Source: an optimization exercise on an open RTL-to-GDS flow (aim: small area, a short achievable clock period and few clock cycles). Production flows keep margins and buffers that such runs may drop. Function was checked by simulation only, so behaviour that the tests miss may differ from the original.

<file path="design/flow/config.mk">
export PLATFORM = sky130hd
export DESIGN_NAME = multicycle_datapath
export DESIGN_NICKNAME = multicycle_datapath
export VERILOG_FILES = /design/flow/design.v
export SDC_FILE = /design/flow/constraint.sdc
export NUM_CORES = 4
export LEC_CHECK = 0
export CAP_MARGIN = 20
export CORE_MARGIN = 2
export CORE_UTILIZATION = 40
export SLEW_MARGIN = 20
</file>
<file path="design/flow/constraint.sdc">
create_clock -name core_clock -period 8.0 [get_ports {clk}]
set_input_delay 1.6000 -clock core_clock [delete_from_list [all_inputs] [get_ports {clk}]]
set_output_delay 1.6000 -clock core_clock [all_outputs]
set_load 0.01 [all_outputs]
</file>
<file path="design/flow/design.v">
module multicycle_datapath #(
  parameter int              XLEN     = 32,
  parameter logic [XLEN-1:0] RESET_PC = '0,
  parameter int              NREGS    = 32
) (
  input  logic            clk,
  input  logic            reset,
  output logic            mem_req,
  output logic            mem_we,
  output logic [XLEN-1:0] mem_addr,
  output logic [XLEN-1:0] mem_wdata,
  input  logic            mem_ready,
  input  logic [XLEN-1:0] mem_rdata,
  output logic [XLEN-1:0] pc,
  output logic            retire,
  output logic            halt
);
  logic [31:0] rf [1:31];
  logic        req_fetch;           
  logic        f_stale;             
  logic [31:2] fa;                  
  logic [31:2] maddr;
  logic        d_valid, d_jdone;
  logic [31:0] d_ir;
  logic [31:2] d_pc;
  logic        e_valid, e_trap, e_wr, e_lw, e_sw, e_beq, e_jal;
  logic        e_add, e_sub, e_and, e_or, e_slt, e_sll, e_srl;
  logic        e_use1, e_use2;
  logic [4:0]  e_rd, e_rs1, e_rs2;
  logic [31:0] e_a, e_b;
  logic [11:0] e_imm;
  logic        m_valid, m_lw;
  logic [4:0]  m_rd;
  assign mem_addr = {maddr, 2'b00};
  logic [6:0] opcode, f7;
  logic [2:0] f3;
  logic [4:0] rd, rs1, rs2;
  assign opcode = d_ir[6:0];
  assign rd     = d_ir[11:7];
  assign f3     = d_ir[14:12];
  assign rs1    = d_ir[19:15];
  assign rs2    = d_ir[24:20];
  assign f7     = d_ir[31:25];
  logic [31:0] imm_i, imm_j;
  assign imm_i = {{20{d_ir[31]}}, d_ir[31:20]};
  assign imm_j = {{11{d_ir[31]}}, d_ir[31], d_ir[19:12], d_ir[20], d_ir[30:21], 1'b0};
  logic is_r, is_i, is_lw, is_sw, is_beq, is_jal, legal;
  logic a_add, a_sub, a_and, a_or, a_slt, a_sll, a_srl;
  always_comb begin
    is_r   = opcode == 7'b0110011;
    is_i   = opcode == 7'b0010011;
    is_lw  = opcode == 7'b0000011;
    is_sw  = opcode == 7'b0100011;
    is_beq = opcode == 7'b1100011;
    is_jal = opcode == 7'b1101111;
    legal  = 1'b0;
    if (is_r)
      case (f3)
        3'b000:                         legal = (f7 == 7'h00) || (f7 == 7'h20);
        3'b001, 3'b010, 3'b101, 3'b110,
        3'b111:                         legal = (f7 == 7'h00);
        default:                        legal = 1'b0;
      endcase
    else if (is_i)
      legal = (f3 == 3'b000) || (f3 == 3'b010) || (f3 == 3'b110) || (f3 == 3'b111);
    else if (is_lw || is_sw)
      legal = (f3 == 3'b010);
    else if (is_beq)
      legal = (f3 == 3'b000);
    else if (is_jal)
      legal = 1'b1;
    a_add = (is_r || is_i) && f3 == 3'b000 && !(is_r && f7[5]);
    a_sub = is_r && f3 == 3'b000 && f7[5];
    a_sll = f3 == 3'b001;
    a_slt = f3 == 3'b010;
    a_srl = f3 == 3'b101;
    a_or  = f3 == 3'b110;
    a_and = f3 == 3'b111;
  end
  logic d_use1, d_use2;
  assign d_use1 = (is_r || is_i || is_lw || is_sw || is_beq) && rs1 != 5'd0;
  assign d_use2 = (is_r || is_sw || is_beq) && rs2 != 5'd0;
  logic [31:0] pc4, sum, diff, e_res, e_addr, e_tgt;
  logic        slt_r, e_eq;
  assign pc4   = pc + 32'd4;
  assign sum   = e_a + e_b;
  assign diff  = e_a - e_b;
  assign slt_r = (e_a[31] != e_b[31]) ? e_a[31] : diff[31];
  always_comb begin
    e_res = ({32{e_add}} & sum) | ({32{e_sub}} & diff) | ({32{e_and}} & (e_a & e_b))
          | ({32{e_or}} & (e_a | e_b)) | ({32{e_sll}} & (e_a << e_b[4:0]))
          | ({32{e_srl}} & (e_a >> e_b[4:0])) | ({32{e_jal}} & pc4);
    e_res[0] = e_res[0] | (e_slt & slt_r);
  end
  assign e_addr = e_a + {{20{e_imm[11]}}, e_imm};
  assign e_tgt  = pc + {{19{e_imm[11]}}, e_imm, 1'b0};
  assign e_eq   = e_a == e_b;
  logic held, acc;
  assign acc  = mem_req && mem_ready;
  assign held = mem_req && !mem_ready;
  logic e_run, e_trapnow, e_mem, e_memgo, e_done, e_redir, e_free;
  assign e_run     = e_valid && !m_valid && !halt;
  assign e_mem     = e_lw || e_sw;
  assign e_trapnow = e_trap || (e_mem && e_addr[1:0] != 2'b00) || (e_beq && e_eq && e_imm[0]);
  assign e_memgo   = e_run && !e_trapnow && e_mem && !held;
  assign e_done    = e_run && !e_trapnow && !e_mem;
  assign e_redir   = e_done && e_beq && e_eq;
  assign e_free    = !e_valid || e_done || e_memgo;
  logic m_done;
  assign m_done = m_valid && mem_ready;
  logic [31:0] r1, r2, op1, op2, d_tgt;
  logic        d_adv, d_redir;
  always_comb begin
    r1 = (rs1 == 5'd0) ? 32'd0 : rf[rs1];
    r2 = (rs2 == 5'd0) ? 32'd0 : rf[rs2];
    if (e_valid && e_wr && e_rd == rs1)      op1 = e_res;
    else if (m_valid && m_lw && m_rd == rs1) op1 = mem_rdata;
    else                                     op1 = r1;
    if (e_valid && e_wr && e_rd == rs2)      op2 = e_res;
    else if (m_valid && m_lw && m_rd == rs2) op2 = mem_rdata;
    else                                     op2 = r2;
  end
  assign d_tgt   = {d_pc, 2'b00} + imm_j;
  assign d_adv   = d_valid && e_free && !e_redir && !halt;
  assign d_redir = d_valid && is_jal && !d_ir[21] && !d_jdone && !e_redir && !halt;
  logic f_acc, redir;
  logic [31:2] fa_n;
  assign redir = e_redir || d_redir;
  assign f_acc = acc && req_fetch && !f_stale && !redir && (!d_valid || d_adv);
  always_comb begin
    if (e_redir)      fa_n = e_tgt[31:2];
    else if (d_redir) fa_n = d_tgt[31:2];
    else if (f_acc)   fa_n = fa + 30'd1;
    else              fa_n = fa;
  end
  logic halt_n;
  assign halt_n = halt || (e_run && e_trapnow && !held);
  always_ff @(posedge clk) begin
    if (!reset) begin
      mem_req <= 1'b1; req_fetch <= 1'b1; mem_we <= 1'b0; maddr <= RESET_PC[31:2];
      f_stale <= 1'b0; fa <= RESET_PC[31:2];
      d_valid <= 1'b0; e_valid <= 1'b0; m_valid <= 1'b0;
      pc <= RESET_PC; retire <= 1'b0; halt <= 1'b0;
    end else begin
      halt   <= halt_n;
      retire <= e_done || m_done;
      if (e_done)      pc <= e_redir ? e_tgt : (e_jal ? e_b : pc4);
      else if (m_done) pc <= pc4;
      fa <= fa_n;
      if (held) begin
        f_stale <= f_stale || (req_fetch && redir);
      end else begin
        f_stale <= 1'b0;
        if (e_memgo) begin
          mem_req <= 1'b1; req_fetch <= 1'b0; mem_we <= e_sw; maddr <= e_addr[31:2];
          mem_wdata <= e_b;
        end else if (halt_n) begin
          mem_req <= 1'b0; req_fetch <= 1'b0; mem_we <= 1'b0;
        end else begin
          mem_req <= 1'b1; req_fetch <= 1'b1; mem_we <= 1'b0; maddr <= fa_n;
        end
      end
      if (m_done) m_valid <= 1'b0;
      if (e_memgo) begin
        m_valid <= 1'b1; m_lw <= e_lw && e_rd != 5'd0; m_rd <= e_rd;
      end
      if (f_acc) begin
        d_ir <= mem_rdata; d_pc <= maddr; d_jdone <= 1'b0;
      end else if (d_redir) d_jdone <= 1'b1;
      if (f_acc) d_valid <= 1'b1;
      else if (d_adv || e_redir) d_valid <= 1'b0;
      if (d_adv) begin
        e_valid <= 1'b1;
        e_trap  <= !legal || (is_jal && d_ir[21]);
        e_wr    <= (is_r || is_i || is_jal) && rd != 5'd0;
        e_lw  <= is_lw;  e_sw  <= is_sw;  e_beq <= is_beq; e_jal <= is_jal;
        e_add <= a_add;
        e_sub <= a_sub;
        e_and <= (is_r || is_i) && a_and;
        e_or  <= (is_r || is_i) && a_or;
        e_slt <= (is_r || is_i) && a_slt;
        e_sll <= is_r && a_sll;
        e_srl <= is_r && a_srl;
        e_use1 <= d_use1; e_use2 <= d_use2;
        e_rd <= rd; e_rs1 <= rs1; e_rs2 <= rs2;
        e_a  <= is_jal ? 32'd0 : op1;
        e_b  <= (is_r || is_sw || is_beq) ? op2 : (is_jal ? d_tgt : imm_i);
        e_imm <= is_sw ? {d_ir[31:25], d_ir[11:7]}
               : (is_beq ? {d_ir[31], d_ir[7], d_ir[30:25], d_ir[11:8]} : d_ir[31:20]);
      end else begin
        if (e_done || e_memgo || e_redir) e_valid <= 1'b0;
        if (m_done && m_lw) begin
          if (e_use1 && e_rs1 == m_rd) e_a <= mem_rdata;
          if (e_use2 && e_rs2 == m_rd) e_b <= mem_rdata;
        end
      end
    end
  end
  logic        w_en;
  logic [4:0]  w_rd;
  logic [31:0] w_d;
  assign w_en = (e_done && e_wr) || (m_done && m_lw);
  assign w_rd = m_valid ? m_rd : e_rd;
  assign w_d  = m_valid ? mem_rdata : e_res;
  always_ff @(posedge clk) begin
    if (reset && w_en) rf[w_rd] <= w_d;
  end
endmodule
</file>
<file path="design/flow/run.sh">
#!/bin/bash
# synth_recipe.tcl (not shown) runs the flow's synth.tcl, then flattens the netlist and writes it again
# the make line also repeats each setting of config.mk as NAME=value (left out here)
make -C /OpenROAD-flow-scripts/flow DESIGN_CONFIG=/design/flow/config.mk WORK_HOME=/design/flow/orfs CLKGATE_MAP_FILE= SYNTH_SCRIPT=/design/flow/synth_recipe.tcl finish
</file>
==> flow_summary.toml <==
[run_status]
status = "finished clean"

[timing]
setup_violations = 0
finalMaxSlewViolations = 0
worstMarginPinSlew_ns = 1.323
hold_viol = 0
finalCriticalPeriod_ns = 6.202
slew_headroom = 0.1057
setup_tns_ns = 0
fmax_mhz = 161.2
finClkSkew_ns = 0.04591
finalCritPeriodShare = 0.7753
rsz0062_at_grt = "false"

[yosys]
yosysSeqAreaShare = 0.5147
yosys_most_used_dff = "edfxtp_1"
synth_edf_count = 1199
synth_cell_types = 106
synth_top_area_share = 0.4848
syn-cell-area_um2 = 74270
yosys_warnings = 1
syn_inst = 5480
ys_seq_elements = 1310
synth-async-reset-ratio = 0
synth_largest_area_cell = "edfxtp_1"
synthTopCellsByArea = "edfxtp_1 (48%), mux4_2 (18%), ha_1 (3.2%)"
syn_area_per_cell_um2 = 13.55

[clocking]
post-cts-setup-buffer-count = 0
numCtsBuffers = 148
path_clk_slew_ns = 0.06
root_buffer = "clkbuf_16"
cts_tree = "yes"
cts_max_level = 4
clock_sinks = 1310
clkLatencyLatePin_ns = 0.82
ctsResizeCount = 0
ctsHoldBuffers = 0
clk_path_buf_depth = 3

[power_and_ir_drop]
power_density_nw_per_um2 = 206.1
power_leakage_nw = 27.70
max-vdd-ir-drop_mv = 0.2370
power_mw = 17.25

[grt]
grt_max_degree = 126
grt_overflow_total = 0
grtUsageTotal = 0.3019
antenna_found_initial = 26
grt_pass1_vias = 51981
grt_pass1_wl_um = 407000

[die]
fp-row-count = 158
core_um2 = 185000
ioPinCount = 135
chipHeight_um = 434.9
die_w_um = 434.9
start_util = 0.4014
dieArea_um2 = 189100

[final_layout]
layout_commonest_cell = "edfxtp_1"
final_core_util = 0.4523
layout_common_cells = "edfxtp_1 (1199), mux4_2 (596), nor2_1 (356), a21oi_1 (346), nand2_1 (325)"
seqCellArea_um2 = 38270
drive_above_1_share = 0.2051
multi_input_area_um2 = 34290
n_fill_cell = 16644
synthToLayoutAreaGrowth_pct = 12.68
nNetsFinal = 5785

[drt]
via_per_inst = 6.628
drc = 0
drt_pass1_iterations = 6
wire_per_inst_um = 35.78
vias = 54148
drt-total-wl_um = 292400
first_iter_violations = 7996
ant_nets = 0

[placement]
dp_hpwl_um = 204700
place_congestion = 1.052
port_buffers = 132

[worst_setup_path]
worstSetupStartpointType = "register"
slowest_delay_ns = 0.67
crit_type = "reg2reg"
cp_cell_sequence = "inv_2, ha_1, nor2_1, o311a_1, o41a_1, a221oi_1, a21oi_1, nand4_1, o21ai_0, a21oi_1, o21bai_1, fa_1, a222oi_1, o21ai_0, a21oi_1, o2111ai_1, a311o_1, mux2_2"
cp_top_family = "compound AO/OA/AOI/OAI gates"
path_buf_inv = 1
arrival_ns = 6.67
cp_max_fo = 31
crit_required_ns = 8.47
cpMaxStageDelayCell = "a221oi_1"
end_kind = "register"
path_common_cell = "a21oi_1"

[min_path]
hold_path_class = "reg2reg"

[job]
maxCapViolCount = 0
## final cells by class
class | count | share of cell area
well taps | 2480 | 0.03708
flip-flops and latches | 1310 | 0.4572
inverters | 164 | 0.007356
clock buffers | 182 | 0.04717
repair buffers | 291 | 0.03134
diodes | 15 | 0.0004485
clock inverters | 87 | 0.009673
multi-input cells | 3641 | 0.4097
## stage by stage
stage | instances | area, um2 | hold slack (ns) | setup WS [ns]
2_1_floorplan | 5481 | 74280 | 0.4244 | 2.395
3_3_place_gp | 7886 | 78850 | 0.4668 | 1.919
3_5_place_dp | 7886 | 78880 | 0.4788 | 1.929
4_1_cts | 8155 | 83630 | 0.4928 | 1.905
5_1_grt | 8162 | 83670 | 0.5088 | 1.615
6_report | 8170 | 83690 | 0.4899 | 1.798
## per-layer routing
layer | vias to the layer above | GRT usage | routed length (um)
met5 | - | 0 | 48
met4 | 8 | 0.1755 | 19360
met3 | 653 | 0.05278 | 25840
met2 | 3297 | 0.4671 | 133400
met1 | 27966 | 0.4009 | 113700
li1 | 22224 | - | -
## report_power, final
group          internal [mW]  switching, mW
Clock                   3.80           2.97
Sequential              7.62          0.165
Combinational           1.00           1.70
Total                   12.4           4.83
## worst paths after layout
kind	start	end	slack, ns	cells after the start
worst max-delay path	e_b[1]	rf[26][31]	1.80	18
worst min-delay path	e_b[16]	mem_wdata[16]	0.49	0
worst max register to register	e_b[1]	rf[26][31]	1.80	18
worst min register to register	e_b[16]	mem_wdata[16]	0.49	0
## cells in the mapped netlist (11+ instances only)
master	n
o21bai_1	28
a31oi_1	37
o21ai_0	260
inv_1	161
nand2_1	326
o311ai_0	11
a211o_1	12
o211ai_1	62
nor4_1	23
or2_2	17
nor2b_1	26
mux2_2	61
a22oi_1	17
a2bb2oi_1	11
nor2_1	387
a221oi_1	38
ha_1	188
dfxtp_1	111
a2111oi_0	12
nor3_1	62
a211oi_1	139
mux2i_1	193
a22o_1	12
o221ai_1	37
xnor2_1	104
edfxtp_1	1199
mux4_2	596
and3_1	27
and2_1	26
clkbuf_1	236
buf_1	48
a221o_1	17
or3_1	16
o221a_2	16
buf_2	73
xor2_1	66
o22ai_1	25
a21o_1	56
o21a_1	26
a21oi_1	347
nand2b_1	35
nand4_1	49
nand3_1	82
## kinds of logic after synthesis
family	share of synthesized area
AOI/OAI and AO/OA	0.1160
xor gates and xnor gates	0.02005
adders and majority gates	0.03329
buffers and inverters	0.02862
DFF	0.5147
muxes	0.2160
other	0.00005049
and+or+nand+nor	0.07138
## sequential cells by signal, indices dropped and copies added, names as in the netlist, 5 cells and up, named ones only
register,count
e_a,32
e_rs1,5
d_ir,32
fa,30
e_rs2,5
rf,992
e_rd,5
d_pc,30
maddr,30
pc,32
e_imm,12
m_rd,5
e_b,32
mem_wdata,32
## worst register-to-register path, cell delays in order, from the launching register on
cell,delay [ns]
edfxtp_1,0.41
inv_2,0.54
ha_1,0.34
nor2_1,0.10
o311a_1,0.35
o41a_1,0.42
a221oi_1,0.67
a21oi_1,0.29
nand4_1,0.23
o21ai_0,0.11
a21oi_1,0.16
o21bai_1,0.11
fa_1,0.45
a222oi_1,0.30
o21ai_0,0.12
a21oi_1,0.13
o2111ai_1,0.12
a311o_1,0.46
mux2_2,0.54
Testbench counts, summed over its fixed seeds: cycles 20,175.

separate check: timing with driven ports:
In the flow no input, the clock included, has a driving cell. The finished layout below was timed again as built, in two steps.
Step 1 sets driving cells, clkbuf_16 on the clock port and buf_2 on the other inputs (assumed; they add their load-dependent delay and slew).
Step 2 adds t to the input delays and takes it off the output delays; t is the mean of the earliest and latest rising clock arrival at the registers after step 1. Input paths then give back, and output paths get back, about the clock's delay inside the block.
Three values: ideal, step 1, step 2; two values: the first two.
t (ns): 0.875
slack for setup (ns): 1.798 / 1.798 / 1.798
hold slack, ns: 0.490 / 0.490 / 0.490
worst slew at a driven data input, ns: 0.18
After both steps this run still meets setup and hold. The setup slack of this run moves by 0.000 ns with the drivers and by 0.000 ns with both steps.
